What follows belongs to an exercise in optimizing a design on an open flow for small area, a short achievable clock period and few clock cycles per item; a production flow would make more cautious choices.
RTL that was checked went through simulation tests only; none was proved equivalent to the original.
For run 3, only the layout was checked, not whether the RTL still works.
Power and IR drop assume default switching activity.

==> flow/design.v (outline; a module is shown in full before it is edited, if it fits) <==
// module att_ctrl: 45 lines
// module att_dp: 242 lines
// module att_mul_shrink: 1312 lines
// module att_end999: 739 lines
// module acceptance_temperature_tuner: 49 lines
module acceptance_temperature_tuner (
    input  logic        i_clk,
    input  logic        i_rst_n,
    input  logic        i_in_valid,
    output logic        o_in_ready,
    input  logic        i_in_kind,
    input  logic [31:0] i_in_start_temp,
    input  logic [16:0] i_in_measured_pct,
    output logic        o_out_valid,
    input  logic        i_out_ready,
    output logic [31:0] o_out_run_temp,
    output logic [31:0] o_out_end_temp,
    output logic [23:0] o_out_run_length,
    output logic [1:0]  o_out_status,
    input  logic        i_cfg_valid,
    output logic        o_cfg_ready,
    input  logic [2:0]  i_cfg_index,
    input  logic [31:0] i_cfg_data
);
  // ...
==> flow/run.sh <==
#!/bin/bash
# synth_recipe.tcl (not shown) runs the flow's synth.tcl, then flattens the netlist and writes it again
# the make line also repeats each setting of config.mk as NAME=value (left out here)
make -C /OpenROAD-flow-scripts/flow DESIGN_CONFIG=/design/flow/config.mk WORK_HOME=/design/flow/orfs CLKGATE_MAP_FILE= SYNTH_SCRIPT=/design/flow/synth_recipe.tcl finish
==> flow/config.mk <==
export PLATFORM = sky130hd
export DESIGN_NAME = acceptance_temperature_tuner
export DESIGN_NICKNAME = acceptance_temperature_tuner
export VERILOG_FILES = /design/flow/design.v
export SDC_FILE = /design/flow/constraint.sdc
export NUM_CORES = 4
export LEC_CHECK = 0
export CAP_MARGIN = 20
export CORE_MARGIN = 2
export CORE_UTILIZATION = 40
export SETUP_SLACK_MARGIN = 3.0
export SLEW_MARGIN = 20
==> flow/constraint.sdc <==
create_clock -name core_clock -period 10.0 [get_ports {i_clk}]
set_input_delay 2.0000 -clock core_clock [delete_from_list [all_inputs] [get_ports {i_clk}]]
set_output_delay 2.0000 -clock core_clock [all_outputs]
set_load 0.01 [all_outputs]
==> impl_results.md, run 1 <==
- Status: no timing/DRC/antenna violations
- Multi-In Gates: 4,401
- Vias in the first global route: 44,230
- Arrival @ worst endpoint: 7.46 ns
- Tap Count: 1,662
- Area added between synthesis and finish: 11.45%
- Switching share of power: 0.4595
- Drt pass-1 iters: 6
- Max transition margin: 0.2231
- Ys async rst share: 0
- Max frequency: 0.1441 GHz
- Startpoint types: flop
- CTS tree: yes
- Setup slack at placement: 1.653 ns
- CTS root buf: clkbuf_16
- Adder-cell share of the synthesized area: 0.3350
- Worst R2R Start: u_dp.r_up$_SDFFE_PN0P_
- Slack of the critical path: 3.058 ns
- WP buf/inv: 2
- Signal buffers share of area: 0.05161
- Inverters: 858
- Clk latency of the worst-skew pair: 0.69 ns
- Max-cap violations: 0
- Power Total: 11,550 µW
- Dpl cells: 7,669
- Flip-flop and latch area: 9980 µm²
- Global routing's busiest layer: met2
- Synth cell types: 95
- Leading cell type in the layout, fill and taps excluded: inv_1
Testbench counts, summed over its fixed seeds: cycles 2,563, items 2,400.
==> run 2, diff against run 1 <==
--- a/flow/config.mk
+++ b/flow/config.mk
@@ -8,5 +8,4 @@
 export CAP_MARGIN = 20
 export CORE_MARGIN = 2
 export CORE_UTILIZATION = 40
-export SETUP_SLACK_MARGIN = 3.0
 export SLEW_MARGIN = 20
==> impl_results.md, run 2 <==
- Status: no timing/DRC/antenna violations (unchanged)
- Full die area: 130,700 µm² (unchanged)
- Synth cell count leaders: inv_1, nand2_1, fa_1, a21oi_1, ha_1 (unchanged)
- Power Total: 11,390 µW (was 11,550 µW)
- CP Capture Point: u_dp.r_shr[30]$_SDFF_PN0_ (was u_dp.r_temp[21]$_SDFF_PN0_)
- Synth area leader: fa_1 (unchanged)
- Final period util: 0.7665 (was 0.6942)
- Leading cell type in the layout, fill and taps excluded: inv_1 (unchanged)
- Post-synth top flop: dfxtp_1 (unchanged)
- Io pins: 183 (unchanged)
- Avg Cell Area, Syn: 8.462 µm² (unchanged)
- Combinational fraction of design power: 0.616 (was 0.625)
- Most frequent cells in the layout: inv_1, nand2_1, fa_1 (unchanged)
- Dpl cells: 7,673 (was 7,669)
- Area occupied by multi-input gates: 36,730 µm² (was 36,870 µm²)
- Dpl hpwl: 131,000 µm (was 135,200 µm)
- Top delay family on crit path: adder cells (was simple AND/OR/NAND/NOR gates)
- Top cell by count, worst path: fa_1
- Sequential power share: 0.193 (was 0.191)
- Routed vias: 43,480 (was 43,990)
- FF+latch count, synth: 451 (unchanged)
- CTS max path bufs: 3 (unchanged)
- Clk slew on worst S/H paths: 0.08 ns (was 0.07 ns)
- Max transition margin: 0.2333 (was 0.2231)
- Post-Route WL: 174,800 µm (was 180,100 µm)
- Startpoint types: flop (unchanged)
- Post-synth EDFFs: 92 (unchanged)
- CTS root buf: clkbuf_16 (unchanged)
- Final setup violation count: 0 (unchanged)
- Filler cells: 12,600 (was 12,550)
- Flip-flop and latch area: 9953 µm² (was 9980 µm²)
- Yosys top cell area share: 0.2447 (unchanged)
- Post-Syn Nets: 7,127 (unchanged)
- Post-synthesis cell count: 6,043 (unchanged)
- Arrival @ worst endpoint: 8.21 ns (was 7.46 ns)
- Share of cells above drive strength 1: 0.05804 (was 0.06670)
- Sw power: 5161 µW (was 5309 µW)
- Crit-path max FO: 17 (was 28)
- Drt pass-1 iters: 8 (was 6)
- Max stage delay cell, worst path: dfxtp_1 (was nor4bb_1)
- Max-slew violations: 0 (unchanged)
- Reg-to-reg endpoint: u_dp.r_shr[30]$_SDFF_PN0_ (was u_dp.r_temp[21]$_SDFF_PN0_)
- Area added between synthesis and finish: 10.77% (was 11.45%)
- Gr usage total: 0.2663 (was 0.2741)
- CP Cell Sequence: buf_4 > and2_1 > fa_1 > fa_1 > inv_1 > fa_1 > inv_1 > fa_1 > fa_1 > inv_1 > fa_1 > inv_1 > ha_1 > a21oi_1 > a21oi_1 > o41ai_1 > o21ai_0 > o21ai_0 > a21oi_1 > a211o_1 > nor4_1 > o31a_1 > xor2_1 > a21oi_1 (was nor2_2 > buf_4 > mux2_2 > inv_1 > ha_1 > a21oi_1 > o21ai_0 > nor3_1 > a21oi_2 > or3_1 > nor4bb_1 > nand4_1 > nor4_2 > o21ai_1 > nand2_1 > o221ai_2)
- Final #Nets: 7,153 (was 7,171)
- Ys async rst share: 0 (unchanged)
- Type of the tightest min-delay check: flop to flop (unchanged)
- FP Rows: 131 (unchanged)
- TritonCTS buffer count: 55 (was 56)
- Sequential cell area fraction in the yosys report: 0.1946 (unchanged)
- Crit path kind: flop to flop (unchanged)
- Area contributors post-synth: fa_1, dfxtp_1, ha_1 (unchanged)
- CTS tree: yes (unchanged)
- Synth cell types: 95 (unchanged)
- Internal Dissipation: 6231 µW (was 6245 µW)
- Die Width: 361.5 µm (unchanged)
- Netlist Area Pre-Place: 51,140 µm² (unchanged)
- Peak per-stage delay on the critical path: 0.71 ns (was 0.84 ns)
- Pwr per Cell Area: 201.1 nW/µm² (was 202.7 nW/µm²)
- Worst R2R Start: u_dp.r_step_factor[1]$_SDFFE_PN0P_ (was u_dp.r_up$_SDFFE_PN0P_)
- WHS Path Cells: 0 (unchanged)
- Leak Pwr: 0.02492 µW (was 0.02504 µW)
- Max-cap violations: 0 (unchanged)
- Vias per Instance: 5.585 (was 5.642)
- Gr ovfl total: 0 (unchanged)
- First-pass GRT wire length: 268,400 µm (was 274,200 µm)
- Starting Density: 0.4020 (unchanged)
- Synth warn: 2 (unchanged)
- Vias in the first global route: 44,140 (was 44,230)
- Slew @ Worst Pin: 1.149 ns (was 1.153 ns)
- Final hold vios: 0 (unchanged)
- Levels on crit path: 24 (was 16)
- Top-count cell post-synth: inv_1 (unchanged)
- WL/cell: 22.46 µm (was 23.10 µm)
- Antenna-violating nets left: 0 (unchanged)
- H-tree levels: 2 (unchanged)
- FF-to-FF path depth: 24 (was 16)
- Max frequency: 0.1305 GHz (was 0.1441 GHz)
- Final Skew: 0.06111 ns (was 0.05059 ns)
- WP buf/inv: 5 (was 2)
- Drc violations: 0 (unchanged)
- RSZ-0062 raised after global routing: no (unchanged)
- Port Buf Inserts: 181 (unchanged)
- Post-CTS Hold Buffers: 0 (unchanged)
- Switching share of power: 0.4530 (was 0.4595)
- Clock power share: 0.191 (was 0.184)
- CORE AREA: 127,200 µm² (unchanged)
- Number of gates given a new drive strength after cts: 0 (was 19)
- Setup repair bufs after CTS: 0 (was 6)
- Initial antenna violation count: 12 (was 10)
- Period minus WS final: 7.665 ns (was 6.942 ns)
- Crit path from: u_dp.r_step_factor[1]$_SDFFE_PN0P_ (was u_dp.r_up$_SDFFE_PN0P_)
- Gpl congestion: 1.010 (was 0.9694)
- R2R setup slack: 2.33 ns (was 3.06 ns)
- Iter 0 DRT Violations: 3,684 (was 3,698)
- TritonCTS Sinks: 451 (unchanged)
- Post-route insts no fill: 7,784 (was 7,796)
- Required time worst endpoint: 10.54 ns (was 10.52 ns)
- Kind of end point of the critical path: flop (unchanged)
- Die height: 361.5 µm (unchanged)
- Largest net degree at the start of global routing: 103 (was 132)
- Clk latency of the worst-skew pair: 0.70 ns (was 0.69 ns)
- Max IR drop VDD: 0.0002754 V (was 0.0002980 V)
- Setup total negative slack: 0 ns (unchanged)
## run 2: cell counts after synthesis
Identical to the previous run, type by type.
## run 2: cell families (layout without fill, tap and decap cells)
family,Yosys count,in the layout,synth area share
simple gates,1890,1890,0.1749
flops,451,451,0.1946
other cells,1,7,0.00007333
xor+xnor,166,166,0.02843
buf+inv,1191,1264,0.08914
fa+ha+maj,994,994,0.3350
mux,118,118,0.02518
compound gates,1232,1232,0.1527
## run 2: power by group through the flow
stage | Clock (µW) | Sequential, µW | Combinational (µW)
after floorplan | 0 | 2260 | 4950
after global placement | 0 | 2240 | 6810
after detailed placement | 0 | 2240 | 6900
after CTS | 2210 | 2200 | 6960
after global routing | 2270 | 2210 | 7830
final | 2180 | 2200 | 7010
## run 2: worst min path at each step
| stage | from | endpoint | slack [ns] |
|---|---|---|---|
| after CTS | u_dp.r_status[0]$_SDFFCE_PP0P_ | u_dp.r_out_status[0]$_DFFE_PP_ | 0.43 |
| after global routing | u_dp.r_status[0]$_SDFFCE_PP0P_ | u_dp.r_out_status[0]$_DFFE_PP_ | 0.44 |
| after detailed placement | u_dp.r_status[0]$_SDFFCE_PP0P_ | u_dp.r_out_status[0]$_DFFE_PP_ | 0.41 |
| final | u_dp.r_status[0]$_SDFFCE_PP0P_ | u_dp.r_out_status[0]$_DFFE_PP_ | 0.43 |
| after floorplan | u_dp.r_status[0]$_SDFFCE_PP0P_ | u_dp.r_out_status[0]$_DFFE_PP_ | 0.40 |
| after global placement | u_dp.r_status[0]$_SDFFCE_PP0P_ | u_dp.r_out_status[0]$_DFFE_PP_ | 0.41 |
## run 2: area by class of cell
type | instances | share of cell area
Multi-Input combinational cell | 4401 | 0.6484
Inverter | 858 | 0.05701
Tap cell | 1662 | 0.03671
Clock inverter | 32 | 0.007378
Antenna cell | 6 | 0.0002651
Clock buffer | 72 | 0.02648
Timing Repair Buffer | 302 | 0.04804
Sequential cell | 451 | 0.1757
## run 2: routing by layer
metal  up-vias  global-route usage  wire length, µm  part of all wire
li1      19900                   -                -                 -
met1     21680              0.3483            74250              0.42
met2      1531              0.4408            81210              0.46
met3       357             0.04258            11880             0.068
met4        10              0.1032             7416             0.042
met5         -                   0               62           0.00035
## run 2: per-stage QoR
stage / util / hold WS [ns] / worst slack (ns) / cell area (µm²)
after floorplan: - / 0.4003 / 2.982 / 51140
after global placement: 0.4300 / 0.4147 / 1.988 / 54690
after detailed placement: 0.4300 / 0.4102 / 1.947 / 54690
after CTS: 0.4451 / 0.4272 / 2.478 / 56610
after global routing: 0.4453 / 0.4444 / 1.975 / 56630
final: 0.4453 / 0.4283 / 2.335 / 56640
==> module att_dp, before the edit <==
module att_dp (
    input  logic                i_clk,
    input  logic                i_rst_n,
    input  logic                i_cfg_valid,
    input  att_pkg::t_cfg_idx   i_cfg_index,
    input  att_pkg::t_cfg_data  i_cfg_data,
    input  att_pkg::t_temp      i_start_temp,
    input  att_pkg::t_pct       i_measured_pct,
    input  att_pkg::t_cmd       i_cmd,
    output att_pkg::t_sts       o_sts,
    output att_pkg::t_temp      o_run_temp,
    output att_pkg::t_temp      o_end_temp,
    output att_pkg::t_runs      o_run_length,
    output att_pkg::t_status    o_status
);
    att_pkg::t_temp   r_step_initial;
    att_pkg::t_factor r_step_factor;
    att_pkg::t_temp   r_step_minimum;
    att_pkg::t_pct    r_pct_low;
    att_pkg::t_pct    r_pct_high;
    att_pkg::t_runs   r_runs_base;
    att_pkg::t_runs   r_runs_inc;
    att_pkg::t_runs   r_runs_ceiling;
    att_pkg::t_temp   r_temp;
    att_pkg::t_temp   r_step;
    att_pkg::t_temp   r_shr;       
    logic             r_stale;
    logic             r_up;
    logic             r_down;
    att_pkg::t_count  r_count;
    logic [24:0]      r_prod;      
    logic             r_pstale;    
    logic [3:0]       r_pbit;      
    att_pkg::t_runs   r_runs;
    att_pkg::t_status r_status;
    logic             r_start;     
    att_pkg::t_temp   mul_a;
    att_pkg::t_temp   mul_q;
    assign mul_a = r_shr;
    att_mul_shrink u_mul (
        .a (mul_a),
        .f (r_step_factor),
        .p (mul_q)
    );
    logic over_band;
    logic below_band;
    assign over_band  = i_measured_pct > r_pct_high;
    assign below_band = i_measured_pct < r_pct_low;
    att_pkg::t_temp   step_up;     
    att_pkg::t_temp   step_dn;     
    logic [32:0]      temp_sum;
    att_pkg::t_temp   temp_up;
    logic [32:0]      temp_diff;
    att_pkg::t_temp   temp_dn;
    logic             temp_lt;     
    logic             dn_loop;     
    logic             gave_up;     
    logic             adj_up;
    assign adj_up    = r_down || (r_up && below_band);
    assign step_up   = adj_up ? r_shr : r_step;
    assign temp_sum  = {1'b0, r_temp} + {1'b0, step_up};
    assign temp_up   = temp_sum[32] ? '1 : temp_sum[31:0];
    assign step_dn   = (r_up || i_cmd.loop) ? r_shr : r_step;
    assign temp_diff = {1'b0, r_temp} - {1'b0, step_dn};
    assign temp_dn   = temp_diff[31:0];
    assign temp_lt   = temp_diff[32];
    assign dn_loop   = temp_lt || (temp_dn == '0);
    assign gave_up   = step_dn < r_step_minimum;
    logic             loop_done;
    assign loop_done = !temp_lt;
    logic             count_max;
    logic [25:0]      acc_a;
    logic [23:0]      acc_b;
    logic [25:0]      acc_s;
    logic [24:0]      prod_next;
    logic [23:0]      runs_add;
    logic [25:0]      runs_sum;
    att_pkg::t_runs   runs_next;
    assign count_max = (r_count == '1);
    assign acc_a     = r_pstale ? {r_prod, 1'b0} : {1'b0, r_prod};
    assign acc_b     = (r_pstale && !r_count[15]) ? '0 : r_runs_inc;
    assign acc_s     = acc_a + {2'b0, acc_b};
    assign prod_next = (acc_s > 26'h1000000) ? 25'h1000000 : acc_s[24:0];
    assign runs_add  = count_max ? '0 : r_runs_inc;
    assign runs_sum  = {2'b0, r_runs_base} + {1'b0, r_prod} + {2'b0, runs_add};
    assign runs_next = (runs_sum > 26'hFFFFFF) ? '1 : runs_sum[23:0];
    always_ff @(posedge i_clk) begin
        if (!i_rst_n) begin
            r_step_initial <= 32'd65536;
            r_step_factor  <= 16'd32768;
            r_step_minimum <= 32'd1;
            r_pct_low      <= 17'd19661;
            r_pct_high     <= 17'd32768;
            r_runs_base    <= 24'd1000;
            r_runs_inc     <= 24'd100;
            r_runs_ceiling <= 24'd10000;
            r_temp         <= '0;
            r_step         <= '0;
            r_shr          <= '0;
            r_stale        <= 1'b0;
            r_up           <= 1'b0;
            r_down         <= 1'b0;
            r_count        <= '0;
            r_prod         <= '0;
            r_pstale       <= 1'b0;
            r_pbit         <= '0;
            r_runs         <= '0;
        end else begin
            if (i_cfg_valid) begin
                case (i_cfg_index)
                    att_pkg::CfgStepInitial:   r_step_initial <= i_cfg_data;
                    att_pkg::CfgStepFactor:    r_step_factor  <= i_cfg_data[15:0];
                    att_pkg::CfgStepMinimum:   r_step_minimum <= i_cfg_data;
                    att_pkg::CfgPctLow:        r_pct_low      <= i_cfg_data[16:0];
                    att_pkg::CfgPctHigh:       r_pct_high     <= i_cfg_data[16:0];
                    att_pkg::CfgRunsBase:      r_runs_base    <= i_cfg_data[23:0];
                    att_pkg::CfgRunsIncrement: r_runs_inc     <= i_cfg_data[23:0];
                    att_pkg::CfgRunsCeiling:   r_runs_ceiling <= i_cfg_data[23:0];
                    default: begin
                    end
                endcase
            end
            if (r_stale) begin
                r_shr   <= mul_q;
                r_stale <= 1'b0;
            end
            if (r_pstale) begin
                r_prod  <= prod_next;
                r_count <= {r_count[14:0], r_count[15]};
                r_pbit <= r_pbit - 4'd1;
                if (r_pbit == 4'd0) begin
                    r_pstale <= 1'b0;
                end
            end
            if (i_cfg_valid && (i_cfg_index == att_pkg::CfgStepFactor)) begin
                r_shr   <= r_step;
                r_stale <= 1'b1;
            end
            if (i_cfg_valid && (i_cfg_index == att_pkg::CfgRunsIncrement) && (r_count != '0)) begin
                r_pstale <= 1'b1;
                r_pbit   <= 4'd15;
                r_prod   <= '0;
            end
            if (i_cmd.accept_start) begin
                r_temp  <= i_start_temp;
                r_step  <= r_step_initial;
                r_shr   <= r_step_initial;
                r_stale <= 1'b1;
                r_up    <= 1'b0;
                r_down  <= 1'b0;
                r_count <= '0;
                r_prod  <= '0;
                r_runs  <= r_runs_base;
            end
            if (i_cmd.accept_measure) begin
                if (!count_max) begin
                    r_count <= r_count + 16'd1;
                    r_prod  <= prod_next;
                end
                if (r_runs < r_runs_ceiling) begin
                    r_runs <= runs_next;
                end
                if (i_cmd.over) begin
                    r_up   <= 1'b1;
                    r_down <= 1'b0;
                    r_temp <= temp_up;
                    r_step <= step_up;
                    if (adj_up) begin
                        r_shr <= mul_q;
                    end
                end else if (i_cmd.below) begin
                    r_up   <= 1'b0;
                    r_down <= 1'b1;
                    r_step <= step_dn;
                    if (r_up) begin
                        r_shr <= mul_q;
                    end
                    if (!dn_loop) begin
                        r_temp <= temp_dn;
                    end
                end else begin
                    r_up   <= 1'b0;
                    r_down <= 1'b0;
                end
            end
            if (i_cmd.loop) begin
                r_step <= r_shr;
                r_shr  <= mul_q;
                if (loop_done) begin
                    r_temp <= temp_dn;
                end
            end
        end
    end
    always_ff @(posedge i_clk) begin
        if (i_cmd.accept_start) begin
            r_status <= att_pkg::StatusContinue;
            r_start  <= 1'b1;
        end
        if (i_cmd.accept_measure) begin
            r_start <= 1'b0;
            if (i_cmd.over) begin
                r_status <= att_pkg::StatusContinue;
            end else if (i_cmd.below) begin
                r_status <= gave_up ? att_pkg::StatusGaveUp : att_pkg::StatusContinue;
            end else begin
                r_status <= att_pkg::StatusSettled;
            end
        end
        if (i_cmd.loop) begin
            r_status <= gave_up ? att_pkg::StatusGaveUp : att_pkg::StatusContinue;
        end
    end
    att_pkg::t_temp end_meas;
    att_pkg::t_temp end_start;
    att_end999 u_end (
        .x (r_temp),
        .y (end_meas)
    );
    assign end_start = r_temp - {31'b0, (r_temp != '0)};
    att_pkg::t_temp   r_out_temp;
    att_pkg::t_temp   r_out_end;
    att_pkg::t_runs   r_out_len;
    att_pkg::t_status r_out_status;
    always_ff @(posedge i_clk) begin
        if (i_cmd.load_out) begin
            r_out_temp   <= r_temp;
            r_out_end    <= r_start ? end_start : end_meas;
            r_out_len    <= r_runs;
            r_out_status <= r_status;
        end
    end
    assign o_sts.hold       = r_pstale || (r_stale && (r_up || r_down));
    assign o_sts.enter_loop = dn_loop;
    assign o_sts.loop_done  = loop_done;
    assign o_sts.over_band  = over_band;
    assign o_sts.below_band = below_band;
    assign o_run_temp   = r_out_temp;
    assign o_end_temp   = r_out_end;
    assign o_run_length = r_out_len;
    assign o_status     = r_out_status;
endmodule
==> run 3, diff against run 2 <==
--- a/flow/design.v
+++ b/flow/design.v
@@ -119,7 +119,7 @@
     logic             r_start;     
     att_pkg::t_temp   mul_a;
     att_pkg::t_temp   mul_q;
-    assign mul_a = r_shr;
+    assign mul_a = r_stale ? r_step : r_shr;
     att_mul_shrink u_mul (
         .a (mul_a),
         .f (r_step_factor),
@@ -133,30 +133,24 @@
     att_pkg::t_temp   step_dn;     
     logic [32:0]      temp_sum;
     att_pkg::t_temp   temp_up;
-    logic [32:0]      temp_diff;
     att_pkg::t_temp   temp_dn;
-    logic             temp_lt;     
-    logic             dn_loop;     
-    logic             gave_up;     
+    logic             dn_loop;
     logic             adj_up;
-    assign adj_up    = r_down || (r_up && below_band);
-    assign step_up   = adj_up ? r_shr : r_step;
-    assign temp_sum  = {1'b0, r_temp} + {1'b0, step_up};
-    assign temp_up   = temp_sum[32] ? '1 : temp_sum[31:0];
-    assign step_dn   = (r_up || i_cmd.loop) ? r_shr : r_step;
-    assign temp_diff = {1'b0, r_temp} - {1'b0, step_dn};
-    assign temp_dn   = temp_diff[31:0];
-    assign temp_lt   = temp_diff[32];
-    assign dn_loop   = temp_lt || (temp_dn == '0);
-    assign gave_up   = step_dn < r_step_minimum;
+    assign adj_up   = r_down || (r_up && below_band);
+    assign step_up  = adj_up ? r_shr : r_step;
+    assign step_dn  = r_up   ? r_shr : r_step;
+    assign temp_sum = {1'b0, r_temp} + {1'b0, step_up};
+    assign temp_up  = temp_sum[32] ? '1 : temp_sum[31:0];
+    assign temp_dn  = r_temp - step_dn;
+    assign dn_loop  = r_temp <= step_dn;
     logic             loop_done;
-    assign loop_done = !temp_lt;
+    assign loop_done = r_temp >= r_shr;
     logic             count_max;
     logic [25:0]      acc_a;
     logic [23:0]      acc_b;
     logic [25:0]      acc_s;
     logic [24:0]      prod_next;
-    logic [23:0]      runs_add;
+    logic [24:0]      prod_meas;
     logic [25:0]      runs_sum;
     att_pkg::t_runs   runs_next;
     assign count_max = (r_count == '1);
@@ -164,8 +158,8 @@
     assign acc_b     = (r_pstale && !r_count[15]) ? '0 : r_runs_inc;
     assign acc_s     = acc_a + {2'b0, acc_b};
     assign prod_next = (acc_s > 26'h1000000) ? 25'h1000000 : acc_s[24:0];
-    assign runs_add  = count_max ? '0 : r_runs_inc;
-    assign runs_sum  = {2'b0, r_runs_base} + {1'b0, r_prod} + {2'b0, runs_add};
+    assign prod_meas = count_max ? r_prod : prod_next;
+    assign runs_sum  = {2'b0, r_runs_base} + {1'b0, prod_meas};
     assign runs_next = (runs_sum > 26'hFFFFFF) ? '1 : runs_sum[23:0];
     always_ff @(posedge i_clk) begin
         if (!i_rst_n) begin
@@ -216,7 +210,6 @@
                 end
             end
             if (i_cfg_valid && (i_cfg_index == att_pkg::CfgStepFactor)) begin
-                r_shr   <= r_step;
                 r_stale <= 1'b1;
             end
             if (i_cfg_valid && (i_cfg_index == att_pkg::CfgRunsIncrement) && (r_count != '0)) begin
@@ -227,7 +220,6 @@
             if (i_cmd.accept_start) begin
                 r_temp  <= i_start_temp;
                 r_step  <= r_step_initial;
-                r_shr   <= r_step_initial;
                 r_stale <= 1'b1;
                 r_up    <= 1'b0;
                 r_down  <= 1'b0;
@@ -270,7 +262,7 @@
                 r_step <= r_shr;
                 r_shr  <= mul_q;
                 if (loop_done) begin
-                    r_temp <= temp_dn;
+                    r_temp <= r_temp - r_shr;
                 end
             end
         end
@@ -285,13 +277,13 @@
             if (i_cmd.over) begin
                 r_status <= att_pkg::StatusContinue;
             end else if (i_cmd.below) begin
-                r_status <= gave_up ? att_pkg::StatusGaveUp : att_pkg::StatusContinue;
+                r_status <= (step_dn < r_step_minimum) ? att_pkg::StatusGaveUp : att_pkg::StatusContinue;
             end else begin
                 r_status <= att_pkg::StatusSettled;
             end
         end
         if (i_cmd.loop) begin
-            r_status <= gave_up ? att_pkg::StatusGaveUp : att_pkg::StatusContinue;
+            r_status <= (r_shr < r_step_minimum) ? att_pkg::StatusGaveUp : att_pkg::StatusContinue;
         end
     end
     att_pkg::t_temp end_meas;
==> impl_results.md, run 3 <==
- Status: no timing/DRC/antenna violations (unchanged)
- Setup slack at placement: 1.464 ns (was 1.947 ns)
- Post-synthesis cell count: 6,144 (was 6,043)
- Required time worst endpoint: 10.51 ns (was 10.54 ns)
- Ys async rst share: 0 (unchanged)
- Pwr per Cell Area: 207.2 nW/µm² (was 201.1 nW/µm²)
- Met2 Wirelength: 78,210 µm (was 81,210 µm)
- Final Skew: 0.06233 ns (was 0.06111 ns)
- Arrival @ worst endpoint: 9.15 ns (was 8.21 ns)
- Vias per Instance: 5.612 (was 5.585)
- Setup total negative slack: 0 ns (unchanged)
- H-tree levels: 2 (unchanged)
- Slack of the critical path: 1.362 ns (was 2.335 ns)
- Max transition margin: 0.1903 (was 0.2333)
- Gpl congestion: 0.9512 (was 1.010)
- Reg-to-reg endpoint: u_dp.r_runs[20]$_SDFF_PN0_ (was u_dp.r_shr[30]$_SDFF_PN0_)
- Top Metal Used: met5 (unchanged)
- Vias in the first global route: 44,670 (was 44,140)
- Synth area leader: fa_1 (unchanged)
- Crit-path max FO: 25 (was 17)
- Leading cell type in the layout, fill and taps excluded: nand2_1 (was inv_1)
- Max-slew violations: 0 (unchanged)
- R2R setup slack: 1.36 ns (was 2.33 ns)
- Top-count cell post-synth: nand2_1 (was inv_1)
- Drt pass-1 iters: 5 (was 8)
- WHS Path Cells: 2 (was 0)
- Top delay family on crit path: simple AND/OR/NAND/NOR gates (was adder cells)
- Antenna-violating nets left: 0 (unchanged)
- Share of cells above drive strength 1: 0.05369 (was 0.05804)
- Synth cell types: 88 (was 95)
- Metal3 WL: 11,430 µm (was 11,880 µm)
- Gr usage total: 0.2602 (was 0.2663)
- Max IR drop VDD: 0.0005062 V (was 0.0002754 V)
- Largest net degree at the start of global routing: 127 (was 103)
- Avg Cell Area, Syn: 8.402 µm² (was 8.462 µm²)
- Post-synth top flop: dfxtp_1 (unchanged)
- Most frequent cells in the layout: nand2_1, inv_1, fa_1 (was inv_1, nand2_1, fa_1)
- Post-synth EDFFs: 92 (unchanged)
- Crit path kind: flop to flop (unchanged)
- Dpl hpwl: 129,500 µm (was 131,000 µm)
- Port Buf Inserts: 181 (unchanged)
- Final #Nets: 7,318 (was 7,153)
- FP Rows: 131 (unchanged)
- Post-Route WL: 171,800 µm (was 174,800 µm)
- Final hold vios: 0 (unchanged)
- CTS tree: yes (unchanged)
- Area added between synthesis and finish: 10.84% (was 10.77%)
- Hold endpoint: u_dp.r_runs_inc[15]$_SDFFE_PN0P_ (was u_dp.r_out_status[0]$_DFFE_PP_)
- Filler cells: 12,570 (was 12,600)
- Final setup violation count: 0 (unchanged)
- CTS root buf: clkbuf_16 (unchanged)
- Final period util: 0.8638 (was 0.7665)
- Met1 wire length: 75,480 µm (was 74,250 µm)
- Slew @ Worst Pin: 1.212 ns (was 1.149 ns)
- Drc violations: 0 (unchanged)
- Max stage delay cell, worst path: and2_1 (was dfxtp_1)
- Netlist Area Pre-Place: 51,620 µm² (was 51,140 µm²)
- Leak Pwr: 0.02540 µW (was 0.02492 µW)
- TritonCTS Sinks: 451 (unchanged)
- Clk slew on worst S/H paths: 0.06 ns (was 0.08 ns)
- Peak per-stage delay on the critical path: 0.75 ns (was 0.71 ns)
- Routed vias: 44,360 (was 43,480)
- Initial antenna violation count: 4 (was 12)
- WL/cell: 21.73 µm (was 22.46 µm)
- CTS max path bufs: 3 (unchanged)
- Power Total: 11,860 µW (was 11,390 µW)
- CORE AREA: 127,800 µm² (was 127,200 µm²)
- Synth warn: 2 (unchanged)
- Util after Layout: 0.4475 (was 0.4453)
- Period minus WS final: 8.638 ns (was 7.665 ns)
- First-pass GRT wire length: 266,100 µm (was 268,400 µm)
- Synth cell count leaders: nand2_1, inv_1, fa_1, a21oi_1, ha_1 (was inv_1, nand2_1, fa_1, a21oi_1, ha_1)
- Gr ovfl total: 0 (unchanged)
- Area contributors post-synth: fa_1, dfxtp_1, ha_1 (unchanged)
- TritonCTS buffer count: 54 (was 55)
- Die Width: 363.2 µm (was 361.5 µm)
- Post-Syn Nets: 7,268 (was 7,127)
- Iter 0 DRT Violations: 3,732 (was 3,684)
- Number of gates given a new drive strength after cts: 0 (unchanged)
- Die height: 363.2 µm (was 361.5 µm)
- Max-cap violations: 0 (unchanged)
- Post-CTS Hold Buffers: 0 (unchanged)
- Worst hold start: u_dp.r_runs_inc[15]$_SDFFE_PN0P_ (was u_dp.r_status[0]$_SDFFCE_PP0P_)
- FF+latch count, synth: 451 (unchanged)
- Crit path from: u_dp.r_count[15]$_SDFF_PN0_ (was u_dp.r_step_factor[1]$_SDFFE_PN0P_)
- FF-to-FF path depth: 28 (was 24)
- Full die area: 131,900 µm² (was 130,700 µm²)
- Startpoint types: flop (unchanged)
- Starting Density: 0.4038 (was 0.4020)
- Sequential cell area fraction in the yosys report: 0.1927 (was 0.1946)
- Type of the tightest min-delay check: flop to flop (unchanged)
- WP buf/inv: 1 (was 5)
- Setup repair bufs after CTS: 0 (unchanged)
- Yosys top cell area share: 0.2335 (was 0.2447)
- Kind of end point of the critical path: flop (unchanged)
- Io pins: 183 (unchanged)
- Max frequency: 0.1158 GHz (was 0.1305 GHz)
- RSZ-0062 raised after global routing: no (unchanged)
- Clk latency of the worst-skew pair: 0.70 ns (about the same)
- Worst R2R Start: u_dp.r_count[15]$_SDFF_PN0_ (was u_dp.r_step_factor[1]$_SDFFE_PN0P_)
==> run 3: cell count changes after synthesis, sizes merged, moves of 30 or more <==
cell	before	now
inv	858	746
ha	369	432
clkbuf	300	270
o21ai	232	305
nor2	293	212
nand2	849	1059
and2	322	245
==> run 3: worst max path at each step <==
stage	endpoint	slack, ns	depth (start not counted)
floorplan	u_dp.r_out_end[0]$_DFFE_PP_	0.77	2
global placement	u_dp.r_runs[15]$_SDFF_PN0_	1.61	28
finish	u_dp.r_runs[20]$_SDFF_PN0_	1.36	28
detailed placement	u_dp.r_runs[20]$_SDFF_PN0_	1.46	28
global route	u_dp.r_runs[20]$_SDFF_PN0_	0.54	28
CTS	u_dp.r_runs[20]$_SDFF_PN0_	1.43	28
==> run 3: report_power, final <==
part	internal [µW]	total (µW)	switching, µW
logic	3210	7560	4360
registers	2090	2200	117
clock network	1200	2090	890
total	6490	11900	5360
==> run 3: cells by family after synthesis <==
group	after synthesis	synth area share
AO/OA/AOI/OAI	1367	0.1656
XOR/XNOR	198	0.03360
adder cells (fa/ha/maj)	1034	0.3382
buffers and inverters	1035	0.07599
flip-flops	451	0.1927
multiplexers	92	0.01934
other	1	0.00007265
AND/OR/NAND/NOR	1966	0.1745
==> run 3: final cells by class <==
class / count / area (µm²) / share of cell area
clock buffer: 71 / 1538 / 0.02688
timing repair buffer: 282 / 2567 / 0.04487
inverter: 747 / 2811 / 0.04914
antenna: 2 / 5.005 / 0.00008747
sequential: 451 / 9970 / 0.1742
clock inverter: 31 / 347.8 / 0.006079
multi-input combinational: 4658 / 37900 / 0.6624
tap: 1662 / 2079 / 0.03635
==> run 3: metal layers <==
layer  GRT usage  vias to the layer above
met5           0                        -
met4     0.08966                        2
met3     0.03853                      309
met2      0.4252                     1558
met1      0.3511                    21850
li1            -                    20630
==> run 3: metrics by stage <==
step	hold slack (ns)	cells	instance area, µm²
after floorplan	0.4003	6144	51620
after global placement	0.4398	7800	55320
after detailed placement	0.4420	7800	55320
after CTS	0.4505	7902	57200
after global routing	0.4663	7902	57210
final	0.4494	7904	57210
==> run 3: tightest hold or removal path, stage by stage (launching register included) <==
cell     delay (ns)
dfxtp_1        0.30
nand2_1        0.05
a21oi_1        0.05

## port drivers added, routing unchanged
The results above use ideal ports. As a check the final layouts listed here were re-extracted and re-timed, cells and wires unchanged. Step 1, drivers: a clkbuf_16 drives i_clk and a buf_2 each remaining input, both assumed. Step 2 moves the port delays by t, midway between the first and last clock arrival at a register: inputs arrive t later, outputs are due t later. That takes back most of the time a late clock gives input paths. Three values: ideal, step 1, step 2; two values: the first two.
run	t, ns	setup slack, ns	hold slack, ns
run 1	0.743	3.058 / 3.058 / 2.491	0.433 / 0.433 / 0.433
run 2	0.742	2.335 / 2.335 / 1.864	0.428 / 0.428 / 0.428
run 3	0.744	1.362 / 1.362 / 1.362	0.449 / 0.449 / 0.449
After both steps every run listed still meets setup and hold. For run 1, which loses most, drivers alone change the setup slack by 0.000 ns; drivers and shift together by -0.567 ns.
